Background: an optimization exercise with open tools, aiming at small area and a short achievable clock period. Do not read the settings as production practice. The RTL of this run was laid out without a check of its function. Power and IR drop assume default switching activity.

$ cat design/flow/config.mk
export PLATFORM = sky130hd
export DESIGN_NAME = zx128_glue
export DESIGN_NICKNAME = zx128_glue
export VERILOG_FILES = /design/flow/design.v
export SDC_FILE = /design/flow/constraint.sdc
export NUM_CORES = 4
export LEC_CHECK = 0
export CAP_MARGIN = 20
export CORE_MARGIN = 2
export CORE_UTILIZATION = 65
export CTS_BUF_LIST = sky130_fd_sc_hd__clkbuf_8
export CTS_CLUSTER_DIAMETER = 55
export CTS_CLUSTER_SIZE = 18
export SETUP_SLACK_MARGIN = 4.0
export SLEW_MARGIN = 20
$ cat design/flow/constraint.sdc
create_clock -name core_clock -period 9.0 [get_ports {clk14m}]
set_input_delay 1.8000 -clock core_clock [delete_from_list [all_inputs] [get_ports {clk14m}]]
set_output_delay 1.8000 -clock core_clock [all_outputs]
set_load 0.01 [all_outputs]
$ cat design/flow/design.v
package zx128_pkg;
  localparam int ADDR_W = 16;
  localparam int DATA_W = 8;
  localparam int SRAM_AW = 19;
  localparam int ROM_AW = 15;
  localparam int KB_ROWS = 8;
  localparam int KB_COLS = 5;
  localparam logic [7:0] PORT_FE_LO = 8'hfe;
  localparam logic [ADDR_W-1:0] PORT_7FFD = 16'h7ffd;
  localparam logic [ADDR_W-1:0] PORT_HL_DATA = 16'h0dff;
  localparam logic [ADDR_W-1:0] PORT_HL_STATUS = 16'h0eff;
  typedef logic [3:0] bank_t;
  localparam bank_t BANK_AT_4000 = 4'd5;
  localparam bank_t BANK_AT_8000 = 4'd2;
  localparam int FIFO_DEPTH = 512;
  localparam int FIFO_AW = 9;
  localparam int INT_PERIOD = 280000;
  localparam int INT_ON = 256;
  typedef struct packed {
    logic lock;
    logic rom_sel;
    logic shadow;
    logic [2:0] ram_page;
  } page_cfg_t;
endpackage
import zx128_pkg::*;
module cpu_bus_decode
(
  input  logic [ADDR_W-1:0] cpu_addr_i,
  input  logic              cpu_mreq_n_i,
  input  logic              cpu_iorq_n_i,
  input  logic              cpu_rd_n_i,
  input  logic              cpu_wr_n_i,
  input  logic [DATA_W-1:0] rom_data_i,
  input  logic [DATA_W-1:0] sram_data_i,
  input  logic [DATA_W-1:0] kb_data_i,
  input  zx128_pkg::page_cfg_t         page_cfg_i,
  input  logic [DATA_W-1:0] fifo_data_i,
  input  logic              fifo_empty_i,
  input  logic              fifo_full_i,
  output logic              fe_wr_o,
  output logic              p7ffd_wr_o,
  output logic              hreq_wr_o,
  output logic              ram_wr_o,
  output logic              hl_pop_o,
  output logic [DATA_W-1:0] cpu_data_o
);
  logic mem_rd;
  logic mem_wr;
  logic io_rd;
  logic io_wr;
  logic rom_area;
  logic hl_data_rd;
  logic hl_status_rd;
  logic fe_rd;
  logic p7ffd_rd;
  logic [DATA_W-1:0] hl_status;
  assign mem_rd = !cpu_mreq_n_i && !cpu_rd_n_i;
  assign mem_wr = !cpu_mreq_n_i && !cpu_wr_n_i;
  assign io_rd = !cpu_iorq_n_i && !cpu_rd_n_i;
  assign io_wr = !cpu_iorq_n_i && !cpu_wr_n_i;
  assign rom_area = (cpu_addr_i[15:14] == 2'b00);
  assign fe_wr_o = io_wr && !cpu_addr_i[0];
  assign p7ffd_wr_o = io_wr && (cpu_addr_i == PORT_7FFD);
  assign hreq_wr_o = io_wr && (cpu_addr_i == PORT_HL_STATUS);
  assign ram_wr_o = mem_wr && !rom_area;
  assign hl_data_rd = io_rd && (cpu_addr_i == PORT_HL_DATA);
  assign hl_status_rd = io_rd && (cpu_addr_i == PORT_HL_STATUS);
  assign fe_rd = io_rd && (cpu_addr_i[7:0] == PORT_FE_LO);
  assign p7ffd_rd = io_rd && (cpu_addr_i == PORT_7FFD);
  assign hl_pop_o = hl_data_rd && !fifo_empty_i;
  assign hl_status = {6'b000000, fifo_full_i, fifo_empty_i};
  logic hl_any_n;
  logic [DATA_W-1:0] z_fifo;
  logic [DATA_W-1:0] z_stat;
  logic [DATA_W-1:0] z_rom;
  logic [DATA_W-1:0] z_sram;
  logic [DATA_W-1:0] z_kb;
  logic [DATA_W-1:0] z_page;
  assign hl_any_n = !(!cpu_iorq_n_i && (cpu_addr_i[7:0] == 8'hff) &&
                      ((cpu_addr_i[15:8] == 8'h0d) || (cpu_addr_i[15:8] == 8'h0e)));
  assign z_fifo = {DATA_W{hl_data_rd && !fifo_empty_i}} & ~fifo_data_i;
  assign z_stat = {DATA_W{hl_status_rd}} & ~hl_status;
  assign z_rom = {DATA_W{mem_rd && hl_any_n && rom_area}} & ~rom_data_i;
  assign z_sram = {DATA_W{mem_rd && hl_any_n && !rom_area}} & ~sram_data_i;
  assign z_kb = {DATA_W{fe_rd && !mem_rd}} & ~kb_data_i;
  assign z_page = {DATA_W{p7ffd_rd && !mem_rd}} & ~{2'b00, page_cfg_i};
  assign cpu_data_o = ~(z_fifo | z_stat | z_rom | z_sram | z_kb | z_page);
endmodule
import zx128_pkg::*;
module io_regs
(
  input  logic              clk14m,
  input  logic              RESET_n,
  input  logic [DATA_W-1:0] cpu_data_i,
  input  logic              fe_wr_i,
  input  logic              p7ffd_wr_i,
  input  logic              hreq_wr_i,
  output logic [2:0]        border_o,
  output logic              mic_o,
  output logic              ear_o,
  output logic              tape_hreq_o,
  output zx128_pkg::page_cfg_t         page_cfg_o
);
  always_ff @(posedge clk14m) begin
    if (!RESET_n) begin
      border_o <= 3'b000;
      mic_o <= 1'b0;
      ear_o <= 1'b0;
    end else if (fe_wr_i) begin
      border_o <= cpu_data_i[2:0];
      mic_o <= cpu_data_i[3];
      ear_o <= cpu_data_i[4];
    end
  end
  always_ff @(posedge clk14m) begin
    if (!RESET_n) begin
      page_cfg_o <= '0;
    end else if (p7ffd_wr_i && !page_cfg_o.lock) begin
      page_cfg_o <= cpu_data_i[5:0];
    end
  end
  always_ff @(posedge clk14m) begin
    if (!RESET_n) begin
      tape_hreq_o <= 1'b0;
    end else if (hreq_wr_i) begin
      tape_hreq_o <= cpu_data_i[0];
    end
  end
endmodule
import zx128_pkg::*;
module mem_mapper
(
  input  logic [ADDR_W-1:0]  cpu_addr_i,
  input  zx128_pkg::page_cfg_t          page_cfg_i,
  input  logic               ram_wr_i,
  output logic [ROM_AW-1:0]  rom_addr_o,
  output logic [SRAM_AW-1:0] sram_addr_o,
  output logic               sram_we_o
);
  zx128_pkg::bank_t bank;
  always_comb begin
    unique case (cpu_addr_i[15:14])
      2'b01: bank = BANK_AT_4000;
      2'b10: bank = BANK_AT_8000;
      2'b11: bank = {1'b0, page_cfg_i.ram_page};
      default: bank = '0;
    endcase
  end
  assign rom_addr_o = {page_cfg_i.rom_sel, cpu_addr_i[13:0]};
  assign sram_addr_o = {1'b0, bank, cpu_addr_i[13:0]};
  assign sram_we_o = ram_wr_i;
endmodule
import zx128_pkg::*;
module keyboard_port
(
  input  logic [KB_ROWS-1:0]         row_sel_i,
  input  logic [KB_ROWS*KB_COLS-1:0] kb_rows_i,
  input  logic                       ear_i,
  output logic [DATA_W-1:0]          kb_data_o
);
  logic [KB_COLS-1:0] keys;
  always_comb begin
    keys = '1;
    for (int r = 0; r < KB_ROWS; r++) begin
      if (!row_sel_i[r]) begin
        keys = keys & kb_rows_i[r*KB_COLS +: KB_COLS];
      end
    end
  end
  assign kb_data_o = {1'b1, ear_i, 1'b1, keys};
endmodule
import zx128_pkg::*;
module frame_interrupt
(
  input  logic clk14m,
  input  logic RESET_n,
  output logic int_o
);
  localparam logic [18:0] POS_INT_OFF = 19'h3583d;   
  localparam logic [18:0] POS_LAST = 19'h07282;      
  logic [18:0] pos;
  logic feedback;
  assign feedback = !(pos[18] ^ pos[17] ^ pos[16] ^ pos[13]);
  always_ff @(posedge clk14m) begin
    if (!RESET_n) begin
      pos <= '0;
      int_o <= 1'b0;
    end else begin
      pos <= (pos == POS_LAST) ? '0 : {pos[17:0], feedback};
      int_o <= (pos == '0) || (int_o && pos != POS_INT_OFF);
    end
  end
endmodule
import zx128_pkg::*;
module hyperload_fifo
(
  input  logic              clk14m,
  input  logic              RESET_n,
  input  logic [DATA_W-1:0] tape_data_i,
  input  logic              tape_valid_i,
  input  logic              pop_i,
  output logic              tape_ready_o,
  output logic [DATA_W-1:0] data_o,
  output logic              empty_o,
  output logic              full_o
);
  localparam int RING_LEN = FIFO_DEPTH;
  localparam int RING_AW = FIFO_AW;
  localparam int WR_TAPS = 32;
  localparam int RD_TAPS = 32;
  localparam int WR_GAP = RING_LEN / WR_TAPS;
  localparam int RD_GAP = RING_LEN / RD_TAPS;
  localparam int WG_W = $clog2(WR_GAP);
  localparam int RG_W = $clog2(RD_GAP);
  localparam int WT_W = RING_AW - WG_W;
  localparam int RT_W = RING_AW - RG_W;
  localparam int SUB_W = RG_W;
  localparam int ST_LEN = WR_GAP - 1;
  logic [DATA_W-1:0] ring [RING_LEN];
  logic [RING_AW-1:0] wr_pos;
  logic [RING_AW-1:0] rd_pos;
  logic [DATA_W-1:0] hd_mem [RD_GAP];
  logic [SUB_W-1:0] hd_rd;
  logic [SUB_W-1:0] hd_wr;
  logic [SUB_W:0] hd_cnt;
  logic [DATA_W-1:0] st_line [ST_LEN];
  logic [ST_LEN-1:0] st_vld;
  logic [ST_LEN-1:0] st_head;
  logic [DATA_W-1:0] st_data;
  logic [FIFO_AW:0] count;
  logic push;
  logic pop;
  logic [RING_AW-1:0] rd_pos_inc;
  logic ring_empty;
  logic st_empty;
  logic hd_room;
  logic wr_align;
  logic rd_align;
  logic ring_to_hd;
  logic push_to_hd;
  logic ring_jump;
  logic [WT_W-1:0] wr_tap;
  logic st_to_ring;
  logic push_to_ring;
  logic ring_wr;
  logic ring_rd;
  logic st_push;
  logic st_pop;
  logic hd_push;
  logic [DATA_W-1:0] ring_rdata;
  logic [DATA_W-1:0] ring_wdata;
  logic [DATA_W-1:0] hd_wdata;
  assign full_o = count[FIFO_AW];
  assign empty_o = (hd_cnt == '0);
  assign tape_ready_o = !full_o;
  assign push = tape_valid_i && !full_o;
  assign pop = pop_i && !empty_o;
  assign data_o = hd_mem[hd_rd];
  assign rd_pos_inc = rd_pos + 1'b1;
  assign ring_empty = (wr_pos == rd_pos_inc);
  assign st_empty = !(|st_vld);
  assign hd_room = !hd_cnt[SUB_W] || pop;
  assign wr_align = (wr_pos[WG_W-1:0] == '0);
  assign rd_align = (rd_pos[RG_W-1:0] == '0);
  assign ring_to_hd = hd_room && !ring_empty && rd_align;
  assign push_to_hd = hd_room && ring_empty && push;
  assign ring_jump = ring_empty && push && !hd_room;
  assign st_to_ring = !ring_empty && !st_empty && wr_align;
  assign push_to_ring = !ring_empty && st_empty && push && wr_align;
  assign ring_wr = ring_jump || st_to_ring || push_to_ring;
  assign ring_rd = ring_to_hd;
  assign st_pop = st_to_ring;
  assign st_push = push && !ring_empty && !push_to_ring;
  assign hd_push = ring_to_hd || push_to_hd;
  assign wr_tap = ring_empty ? '0 : wr_pos[RING_AW-1:WG_W];
  always_comb begin
    st_data = '0;
    for (int i = 0; i < ST_LEN; i++) begin
      st_head[i] = st_vld[i];
      for (int j = i + 1; j < ST_LEN; j++) begin
        if (st_vld[j]) st_head[i] = 1'b0;
      end
      if (st_head[i]) st_data = st_data | st_line[i];
    end
  end
  assign ring_rdata = ring[{rd_pos[RING_AW-1:RG_W], {RG_W{1'b0}}}];
  assign ring_wdata = st_empty ? tape_data_i : st_data;
  assign hd_wdata = ring_empty ? tape_data_i : ring_rdata;
  for (genvar p = 0; p < RING_LEN; p++) begin : g_ring
    if (p % WR_GAP == 0) begin : g_tap
      always_ff @(posedge clk14m) begin
        if (ring_wr && wr_tap == WT_W'(p / WR_GAP)) begin
          ring[p] <= ring_wdata;
        end else begin
          ring[p] <= ring[(p + RING_LEN - 1) % RING_LEN];
        end
      end
    end else begin : g_shift
      always_ff @(posedge clk14m) begin
        ring[p] <= ring[p - 1];
      end
    end
  end
  always_ff @(posedge clk14m) begin
    if (hd_push) hd_mem[hd_wr] <= hd_wdata;
  end
  always_ff @(posedge clk14m) begin
    st_line[0] <= tape_data_i;
    for (int i = 1; i < ST_LEN; i++) st_line[i] <= st_line[i - 1];
  end
  always_ff @(posedge clk14m) begin
    if (!RESET_n) begin
      wr_pos <= '0;
      rd_pos <= '1;
      hd_rd <= '0;
      hd_wr <= '0;
      hd_cnt <= '0;
      st_vld <= '0;
      count <= '0;
    end else begin
      if (ring_jump) begin
        wr_pos <= '0;
        rd_pos <= '0;
      end else begin
        if (!ring_wr) wr_pos <= wr_pos + 1'b1;
        if (!ring_rd) rd_pos <= rd_pos_inc;
      end
      if (hd_push) hd_wr <= hd_wr + 1'b1;
      if (pop) hd_rd <= hd_rd + 1'b1;
      if (hd_push && !pop) hd_cnt <= hd_cnt + 1'b1;
      else if (!hd_push && pop) hd_cnt <= hd_cnt - 1'b1;
      st_vld <= {st_vld[ST_LEN-2:0] & ~(st_head[ST_LEN-2:0] & {(ST_LEN-1){st_pop}}), st_push};
      if (push && !pop) count <= count + 1'b1;
      else if (!push && pop) count <= count - 1'b1;
    end
  end
endmodule
import zx128_pkg::*;
module zx128_glue
(
  input  logic                       clk14m,
  input  logic                       RESET_n,
  input  logic [ADDR_W-1:0]          cpu_addr_i,
  input  logic [DATA_W-1:0]          cpu_data_i,
  input  logic                       cpu_mreq_n_i,
  input  logic                       cpu_iorq_n_i,
  input  logic                       cpu_rd_n_i,
  input  logic                       cpu_wr_n_i,
  input  logic [DATA_W-1:0]          rom_data_i,
  input  logic [DATA_W-1:0]          sram_data_i,
  input  logic [KB_ROWS*KB_COLS-1:0] kb_rows_i,
  input  logic                       ear_i,
  input  logic [DATA_W-1:0]          tape_data_i,
  input  logic                       tape_valid_i,
  output logic [DATA_W-1:0]          cpu_data_o,
  output logic [ROM_AW-1:0]          rom_addr_o,
  output logic [SRAM_AW-1:0]         sram_addr_o,
  output logic [DATA_W-1:0]          sram_data_o,
  output logic                       sram_we_o,
  output logic [2:0]                 border_o,
  output logic                       mic_o,
  output logic                       ear_o,
  output logic                       tape_hreq_o,
  output logic                       tape_ready_o,
  output logic                       int_o
);
  logic fe_wr;
  logic p7ffd_wr;
  logic hreq_wr;
  logic ram_wr;
  logic hl_pop;
  logic [DATA_W-1:0] kb_data;
  logic [DATA_W-1:0] fifo_data;
  logic fifo_empty;
  logic fifo_full;
  zx128_pkg::page_cfg_t page_cfg;
  assign sram_data_o = cpu_data_i;
  cpu_bus_decode u_decode (
    .cpu_addr_i(cpu_addr_i), .cpu_mreq_n_i(cpu_mreq_n_i), .cpu_iorq_n_i(cpu_iorq_n_i),
    .cpu_rd_n_i(cpu_rd_n_i), .cpu_wr_n_i(cpu_wr_n_i), .rom_data_i(rom_data_i),
    .sram_data_i(sram_data_i), .kb_data_i(kb_data), .page_cfg_i(page_cfg),
    .fifo_data_i(fifo_data), .fifo_empty_i(fifo_empty), .fifo_full_i(fifo_full),
    .fe_wr_o(fe_wr), .p7ffd_wr_o(p7ffd_wr), .hreq_wr_o(hreq_wr), .ram_wr_o(ram_wr),
    .hl_pop_o(hl_pop), .cpu_data_o(cpu_data_o)
  );
  io_regs u_io_regs (
    .clk14m(clk14m), .RESET_n(RESET_n), .cpu_data_i(cpu_data_i), .fe_wr_i(fe_wr),
    .p7ffd_wr_i(p7ffd_wr), .hreq_wr_i(hreq_wr), .border_o(border_o), .mic_o(mic_o),
    .ear_o(ear_o), .tape_hreq_o(tape_hreq_o), .page_cfg_o(page_cfg)
  );
  mem_mapper u_mem_mapper (
    .cpu_addr_i(cpu_addr_i), .page_cfg_i(page_cfg), .ram_wr_i(ram_wr),
    .rom_addr_o(rom_addr_o), .sram_addr_o(sram_addr_o), .sram_we_o(sram_we_o)
  );
  keyboard_port u_keyboard (
    .row_sel_i(cpu_addr_i[15:8]), .kb_rows_i(kb_rows_i), .ear_i(ear_i), .kb_data_o(kb_data)
  );
  frame_interrupt u_frame_int (
    .clk14m(clk14m), .RESET_n(RESET_n), .int_o(int_o)
  );
  hyperload_fifo u_hl_fifo (
    .clk14m(clk14m), .RESET_n(RESET_n), .tape_data_i(tape_data_i),
    .tape_valid_i(tape_valid_i), .pop_i(hl_pop), .tape_ready_o(tape_ready_o),
    .data_o(fifo_data), .empty_o(fifo_empty), .full_o(fifo_full)
  );
endmodule
$ cat design/flow/flow/run.sh
#!/bin/bash
# Own layout flow: the standard flow with a cell set that leaves out the
# slow wide OR/NOR-style cells (flow/dont_use.txt, the platform's list plus those).
set -euo pipefail
WORK=$(pwd)
DU="$(cat $WORK/flow/dont_use.txt)"
bash standard.sh synth DONT_USE_CELLS="$DU" > $WORK/synth.log 2>&1
bash standard.sh finish DONT_USE_CELLS="$DU" BUFFER_PORTS_ARGS="-buffer_cell sky130_fd_sc_hd__buf_1" > $WORK/finish.log 2>&1
$ cat design/flow/flow/dont_use.txt
sky130_fd_sc_hd__probe_p_8 sky130_fd_sc_hd__probec_p_8 sky130_fd_sc_hd__lpflow_bleeder_1 sky130_fd_sc_hd__lpflow_clkbufkapwr_1 sky130_fd_sc_hd__lpflow_clkbufkapwr_16 sky130_fd_sc_hd__lpflow_clkbufkapwr_2 sky130_fd_sc_hd__lpflow_clkbufkapwr_4 sky130_fd_sc_hd__lpflow_clkbufkapwr_8 sky130_fd_sc_hd__lpflow_clkinvkapwr_1 sky130_fd_sc_hd__lpflow_clkinvkapwr_16 sky130_fd_sc_hd__lpflow_clkinvkapwr_2 sky130_fd_sc_hd__lpflow_clkinvkapwr_4 sky130_fd_sc_hd__lpflow_clkinvkapwr_8 sky130_fd_sc_hd__lpflow_decapkapwr_12 sky130_fd_sc_hd__lpflow_decapkapwr_3 sky130_fd_sc_hd__lpflow_decapkapwr_4 sky130_fd_sc_hd__lpflow_decapkapwr_6 sky130_fd_sc_hd__lpflow_decapkapwr_8 sky130_fd_sc_hd__lpflow_inputiso0n_1 sky130_fd_sc_hd__lpflow_inputiso0p_1 sky130_fd_sc_hd__lpflow_inputiso1n_1 sky130_fd_sc_hd__lpflow_inputiso1p_1 sky130_fd_sc_hd__lpflow_inputisolatch_1 sky130_fd_sc_hd__lpflow_isobufsrc_1 sky130_fd_sc_hd__lpflow_isobufsrc_16 sky130_fd_sc_hd__lpflow_isobufsrc_2 sky130_fd_sc_hd__lpflow_isobufsrc_4 sky130_fd_sc_hd__lpflow_isobufsrc_8 sky130_fd_sc_hd__lpflow_isobufsrckapwr_16 sky130_fd_sc_hd__lpflow_lsbuf_lh_hl_isowell_tap_1 sky130_fd_sc_hd__lpflow_lsbuf_lh_hl_isowell_tap_2 sky130_fd_sc_hd__lpflow_lsbuf_lh_hl_isowell_tap_4 sky130_fd_sc_hd__lpflow_lsbuf_lh_isowell_4 sky130_fd_sc_hd__lpflow_lsbuf_lh_isowell_tap_1 sky130_fd_sc_hd__lpflow_lsbuf_lh_isowell_tap_2 sky130_fd_sc_hd__lpflow_lsbuf_lh_isowell_tap_4  sky130_fd_sc_hd__or4_0 sky130_fd_sc_hd__or4_1 sky130_fd_sc_hd__or4_2 sky130_fd_sc_hd__or4_4 sky130_fd_sc_hd__or4b_0 sky130_fd_sc_hd__or4b_1 sky130_fd_sc_hd__or4b_2 sky130_fd_sc_hd__or4b_4 sky130_fd_sc_hd__or4bb_0 sky130_fd_sc_hd__or4bb_1 sky130_fd_sc_hd__or4bb_2 sky130_fd_sc_hd__or4bb_4 sky130_fd_sc_hd__nor4_0 sky130_fd_sc_hd__nor4_1 sky130_fd_sc_hd__nor4_2 sky130_fd_sc_hd__nor4_4 sky130_fd_sc_hd__nor4b_0 sky130_fd_sc_hd__nor4b_1 sky130_fd_sc_hd__nor4b_2 sky130_fd_sc_hd__nor4b_4 sky130_fd_sc_hd__nor4bb_0 sky130_fd_sc_hd__nor4bb_1 sky130_fd_sc_hd__nor4bb_2 sky130_fd_sc_hd__nor4bb_4 sky130_fd_sc_hd__or3_0 sky130_fd_sc_hd__or3_1 sky130_fd_sc_hd__or3_2 sky130_fd_sc_hd__or3_4 sky130_fd_sc_hd__or3b_0 sky130_fd_sc_hd__or3b_1 sky130_fd_sc_hd__or3b_2 sky130_fd_sc_hd__or3b_4 sky130_fd_sc_hd__nor3_0 sky130_fd_sc_hd__nor3_1 sky130_fd_sc_hd__nor3_2 sky130_fd_sc_hd__nor3_4 sky130_fd_sc_hd__nor3b_0 sky130_fd_sc_hd__nor3b_1 sky130_fd_sc_hd__nor3b_2 sky130_fd_sc_hd__nor3b_4 sky130_fd_sc_hd__o41ai_0 sky130_fd_sc_hd__o41ai_1 sky130_fd_sc_hd__o41ai_2 sky130_fd_sc_hd__o41ai_4 sky130_fd_sc_hd__o41a_0 sky130_fd_sc_hd__o41a_1 sky130_fd_sc_hd__o41a_2 sky130_fd_sc_hd__o41a_4 sky130_fd_sc_hd__o311ai_0 sky130_fd_sc_hd__o311ai_1 sky130_fd_sc_hd__o311ai_2 sky130_fd_sc_hd__o311ai_4 sky130_fd_sc_hd__o311a_0 sky130_fd_sc_hd__o311a_1 sky130_fd_sc_hd__o311a_2 sky130_fd_sc_hd__o311a_4 sky130_fd_sc_hd__o2111ai_0 sky130_fd_sc_hd__o2111ai_1 sky130_fd_sc_hd__o2111ai_2 sky130_fd_sc_hd__o2111ai_4 sky130_fd_sc_hd__o2111a_0 sky130_fd_sc_hd__o2111a_1 sky130_fd_sc_hd__o2111a_2 sky130_fd_sc_hd__o2111a_4 sky130_fd_sc_hd__a2111oi_0 sky130_fd_sc_hd__a2111oi_1 sky130_fd_sc_hd__a2111oi_2 sky130_fd_sc_hd__a2111oi_4 sky130_fd_sc_hd__a2111o_0 sky130_fd_sc_hd__a2111o_1 sky130_fd_sc_hd__a2111o_2 sky130_fd_sc_hd__a2111o_4 sky130_fd_sc_hd__o32ai_0 sky130_fd_sc_hd__o32ai_1 sky130_fd_sc_hd__o32ai_2 sky130_fd_sc_hd__o32ai_4 sky130_fd_sc_hd__o32a_0 sky130_fd_sc_hd__o32a_1 sky130_fd_sc_hd__o32a_2 sky130_fd_sc_hd__o32a_4
$ cat design/flow/standard.sh
#!/bin/bash
# synth_recipe.tcl (not shown) runs the flow's synth.tcl, then flattens the netlist and writes it again
# the make line also repeats each setting of config.mk as NAME=value (left out here)
make -C /OpenROAD-flow-scripts/flow DESIGN_CONFIG=/design/flow/config.mk WORK_HOME=/design/flow/orfs CLKGATE_MAP_FILE= SYNTH_SCRIPT=/design/flow/synth_recipe.tcl "${@:-finish}"
==> notes.md <==
setup violation total in the final timing report 0; clock tree from TritonCTS done; crit path max fanout 6; top cell family by delay on the critical path simple AND/OR/NAND/NOR gates; Worst Skew 84.5 ps; slowest stage delay, CP 290 ps; switching fraction of total power 21.9%; number of flops mapped to enable cells by yosys 128; pin count of the biggest net entering global routing 74; floorplan row count 145; multiplexer fraction of the synthesized cell area 4.46%; count of yosys warnings during synthesis 7; XOR/XNOR share of the synthesized area 0.357%; Vias 41100; number of max-slew violations in the final report 0; pwr/cell area 283 nW/µm²; leakage power 0.0432 µW; critical path data arrival time 3300 ps; number of nets still failing antenna checks after routing 0; Max transition margin 25.4%; ordered list of cells on the worst path buf_12 > and4_1 > and4_4 > and3b_2 > o31ai_2 > o211ai_1 > a211oi_2 > buf_2; wire length of the first global-routing pass 258 mm; Crit path buffers/inverters 2; accumulated negative setup slack 0 ps; CTS Buf Count 302; Port-buffer cells 148; H-tree depth 5; final period demand of the worst path 5100 ps; cell area after layout 109000 µm²; Top FF cell, synth sky130_fd_sc_hd__dfxtp_1; top cells by area in the synthesized netlist sky130_fd_sc_hd__dfxtp_1 85%, sky130_fd_sc_hd__edfxtp_1 3.8%, sky130_fd_sc_hd__mux2_4 1.7%, sky130_fd_sc_hd__mux2_2 1.2%, sky130_fd_sc_hd__a22oi_1 0.92%; synthesized-area fraction occupied by ao, oa, aoi and oai cells 2.45%; slew of the pin with the lowest slew margin 1110 ps; Total Routed Length 183 mm; placement-stage cell area 104000 µm²; switching power 6750 µW; share of synthesized area occupied by flip-flops and latches 88.6%; Worst EP required 7200 ps; die width 400 µm; clock power share 28.3%; largest family of logic cells by synthesized area multiplexers; GR Overflow Total 0; detailed-route vias per instance 4.97; DP HPWL 121 mm; CTS Sinks 4436; highest clock rate 0.196 GHz; Hold Path Class reg2reg; initial antenna violation count 33; number of buffers between clock root and the deepest sink 4; average cell area after synthesis 17.4 µm²; Final GP Congestion 0.911; Async S/R FF share, synth 0%; crit path kind in2out; layout cells sized above 1 11.7%; Synth Area in Adders 0.310%; gr usage total 22.8%; non-filler instance count after layout 8268; first-pass detailed-route iteration total 5; cell internal pwr 24100 µW; IR Drop Worst-Case VDD 0.217 mV; wire per inst 22.1 µm; number of storage elements in the synthesis netlist 4436; number of nets in the finished design 6284; part of the total power dissipated in combinational logic 4.2%; count of unique library cells instantiated by Yosys 74; Reg power frac 67.4%; area of the core 156000 µm²; most area-hungry cell type in the Yosys netlist sky130_fd_sc_hd__dfxtp_1; first-iteration detailed-routing DRC count 2971; starting utilization of the core area 65.2%; setup repair after global routing missed its margin true; crit path capture type output port; status finished clean; share of the synthesized area in the top cell type 84.8%; post-route fraction of the period consumed by the critical path 56.7%; Root Buffer sky130_fd_sc_hd__clkbuf_8; number of ports placed on the die boundary 155; nature of the critical path startpoint input pin; number of endpoints with negative hold slack in the final report 0; later-pin clock latency in the skew report 1010 ps; number of DRC violations after detailed routing 0; Vert. Die Dim 400 µm; maxcap violations 0; clock slew seen by the registers of the worst setup and hold paths 100 ps; Synth Area in Simple Gates 2.73%; cell at the slowest stage of the critical path sky130_fd_sc_hd__and3b_2; Die Area 160000 µm²; fill cell count 10200; Placed Cells incl. Taps 7904; Design Power 30800 µW; relative area change from synthesis to final layout 7.28%; area of the mapped netlist 102000 µm²; vias in the first global route 39500; synthesized netlist cell count 5851
## cell type report
cell class / count / area (µm²) / area share [%]
multi-input cells: 1201 / 10700 / 9.83
repair buffers: 188 / 943 / 0.865
inverters: 35 / 131 / 0.120
flip-flops and latches: 4436 / 90100 / 82.6
well taps: 2058 / 2570 / 2.36
clock buffers: 311 / 4280 / 3.92
clock inverters: 27 / 302 / 0.276
diodes: 12 / 30.0 / 0.0275
## flip-flops by register name, indices dropped and copies added (netlist names), 3 cells and up, named ones only
name / flops
u_hl_fifo.ring: 4096
u_hl_fifo.hd_mem: 128
u_hl_fifo.st_line: 120
u_frame_int.pos: 19
u_hl_fifo.st_vld: 15
u_hl_fifo.count: 10
u_hl_fifo.rd_pos: 9
u_hl_fifo.wr_pos: 9
u_io_regs.page_cfg_o: 6
u_hl_fifo.hd_cnt: 5
u_hl_fifo.hd_rd: 4
u_hl_fifo.hd_wr: 4
u_io_regs.border_o: 3
## cells in the mapped netlist (18+ instances only)
cell and count:
sky130_fd_sc_hd__dfxtp_1 4308, sky130_fd_sc_hd__edfxtp_1 128, sky130_fd_sc_hd__a22oi_1 125, sky130_fd_sc_hd__mux2_4 112, sky130_fd_sc_hd__mux2_2 104, sky130_fd_sc_hd__nor2_1 100
sky130_fd_sc_hd__clkbuf_1 78, sky130_fd_sc_hd__nand2_1 78, sky130_fd_sc_hd__and2_1 61, sky130_fd_sc_hd__and3_1 49, sky130_fd_sc_hd__mux2_1 45, sky130_fd_sc_hd__buf_4 42
sky130_fd_sc_hd__nand4_1 41, sky130_fd_sc_hd__buf_2 40, sky130_fd_sc_hd__mux4_2 40, sky130_fd_sc_hd__o21ai_0 37, sky130_fd_sc_hd__nand3_1 34, sky130_fd_sc_hd__inv_1 33
sky130_fd_sc_hd__a21oi_1 31, sky130_fd_sc_hd__nor2b_1 28, sky130_fd_sc_hd__mux2i_1 25, sky130_fd_sc_hd__ha_1 22, sky130_fd_sc_hd__xnor2_1 22, sky130_fd_sc_hd__o221ai_1 18
## timing repair
item	4_1_cts	5_1_grt
endpoints found under the setup margin	8	8
gates resized for setup	47	15
hold buffers	0	0
pin swaps	12	8
buffers inserted	12	1
cloned	1	0
## kinds of logic (layout without fill, tap and decap cells)
family | after synthesis | count (layout)
xor gates and xnor gates | 39 | 39
muxes | 327 | 327
DFF | 4436 | 4436
buffers and inverters | 216 | 561
other | 1 | 14
adders and majority gates | 24 | 24
and+or+nand+nor | 471 | 472
AOI/OAI and AO/OA | 337 | 337
## layer usage
layer | vias to the layer above | track usage (%) | routed length, µm
met1 | 20100 | 32.6 | 86000
met2 | 1052 | 34.6 | 80200
met4 | 0 | 9.39 | 7220
met3 | 381 | 3.95 | 9200
met5 | - | 0 | 0
li1 | 19600 | - | -
## layout by cell type, fill, tap and decap left out, drive strengths merged, types with 5 or more instances in the layout
cell type	instances
dfxtp	4308
clkbuf	315
mux2	261
buf	184
edfxtp	128
a22oi	125
nor2	101
nand2	79
and2	62
nand3	57
and3	53
inv	48
nand4	41
mux4	40
o21ai	37
a21oi	32
nor2b	28
mux2i	26
xnor2	22
ha	22
a31oi	20
o221ai	18
a211oi	18
a22o	17
a221oi	17
xor2	16
nand2b	13
and3b	13
diode	12
o22ai	10
and4	10
or2	8
clkinv	8
o211ai	6
o31ai	6
o22a	5
o21a	5
a21o	5
a21boi	5
## worst register-to-register path, stage by stage (launching register included)
cell and delay (ps):
sky130_fd_sc_hd__dfxtp_1 470, sky130_fd_sc_hd__nor2_1 700, sky130_fd_sc_hd__and2_1 430, sky130_fd_sc_hd__and3_1 580, sky130_fd_sc_hd__and4_1 570, sky130_fd_sc_hd__a22oi_1 210, sky130_fd_sc_hd__a31oi_4 580, sky130_fd_sc_hd__buf_4 660
sky130_fd_sc_hd__mux2_2 310
## path summary, 6_finish.rpt
check	start	endpoint	slack, ps	depth (start not counted)
worst max-delay path	cpu_addr_i[5]	cpu_data_o[4]	3900	8
worst min register to register	u_hl_fifo.ring[386][2]	u_hl_fifo.ring[387][2]	280	0
worst min-delay path	u_hl_fifo.ring[386][2]	u_hl_fifo.ring[387][2]	280	0
worst max register to register	u_hl_fifo.st_vld[13]	u_hl_fifo.ring[432][6]	4410	8
## per-stage QoR
step	setup WS, ps	hold WS [ps]	util (%)
after global routing	3870	288	70.0
final	3900	280	70.0
after CTS	3920	277	69.9
after detailed placement	2960	312	66.8
after floorplan	4020	310	-
after global placement	2980	309	66.8
## power groups by stage
stage / Combinational (µW) / Sequential, µW / Clock, µW
after detailed placement: 1300 / 21300 / 0
after global placement: 1290 / 21200 / 0
after floorplan: 791 / 21100 / 0
after CTS: 1310 / 20800 / 8990
final: 1310 / 20800 / 8740
after global routing: 1370 / 20900 / 9670

[afterwards: timing with drivers on the ports]
In the flow no input, the clock included, has a driving cell. The finished layout below was timed again as built, in two steps.
Step 1: set_driving_cell puts a clkbuf_16 on clk14m and a buf_2 on each other input, an assumption about the parent block.
Step 2 adds t to the input delays and takes it off the output delays; t is the mean of the earliest and latest rising clock arrival at the registers after step 1. Input paths then give back, and output paths get back, about the clock's delay inside the block.
a / b / c = no drivers / after step 1 / after step 2; a / b = the first two.
t (ns): 1.044
slack for setup (ns): 3.899 / 3.842 / 3.582
hold WS [ns]: 0.280 / 0.280 / 0.280
After both steps setup and hold are still met in this run. The setup slack of this run moves by -0.057 ns with the drivers and by -0.317 ns with both steps.
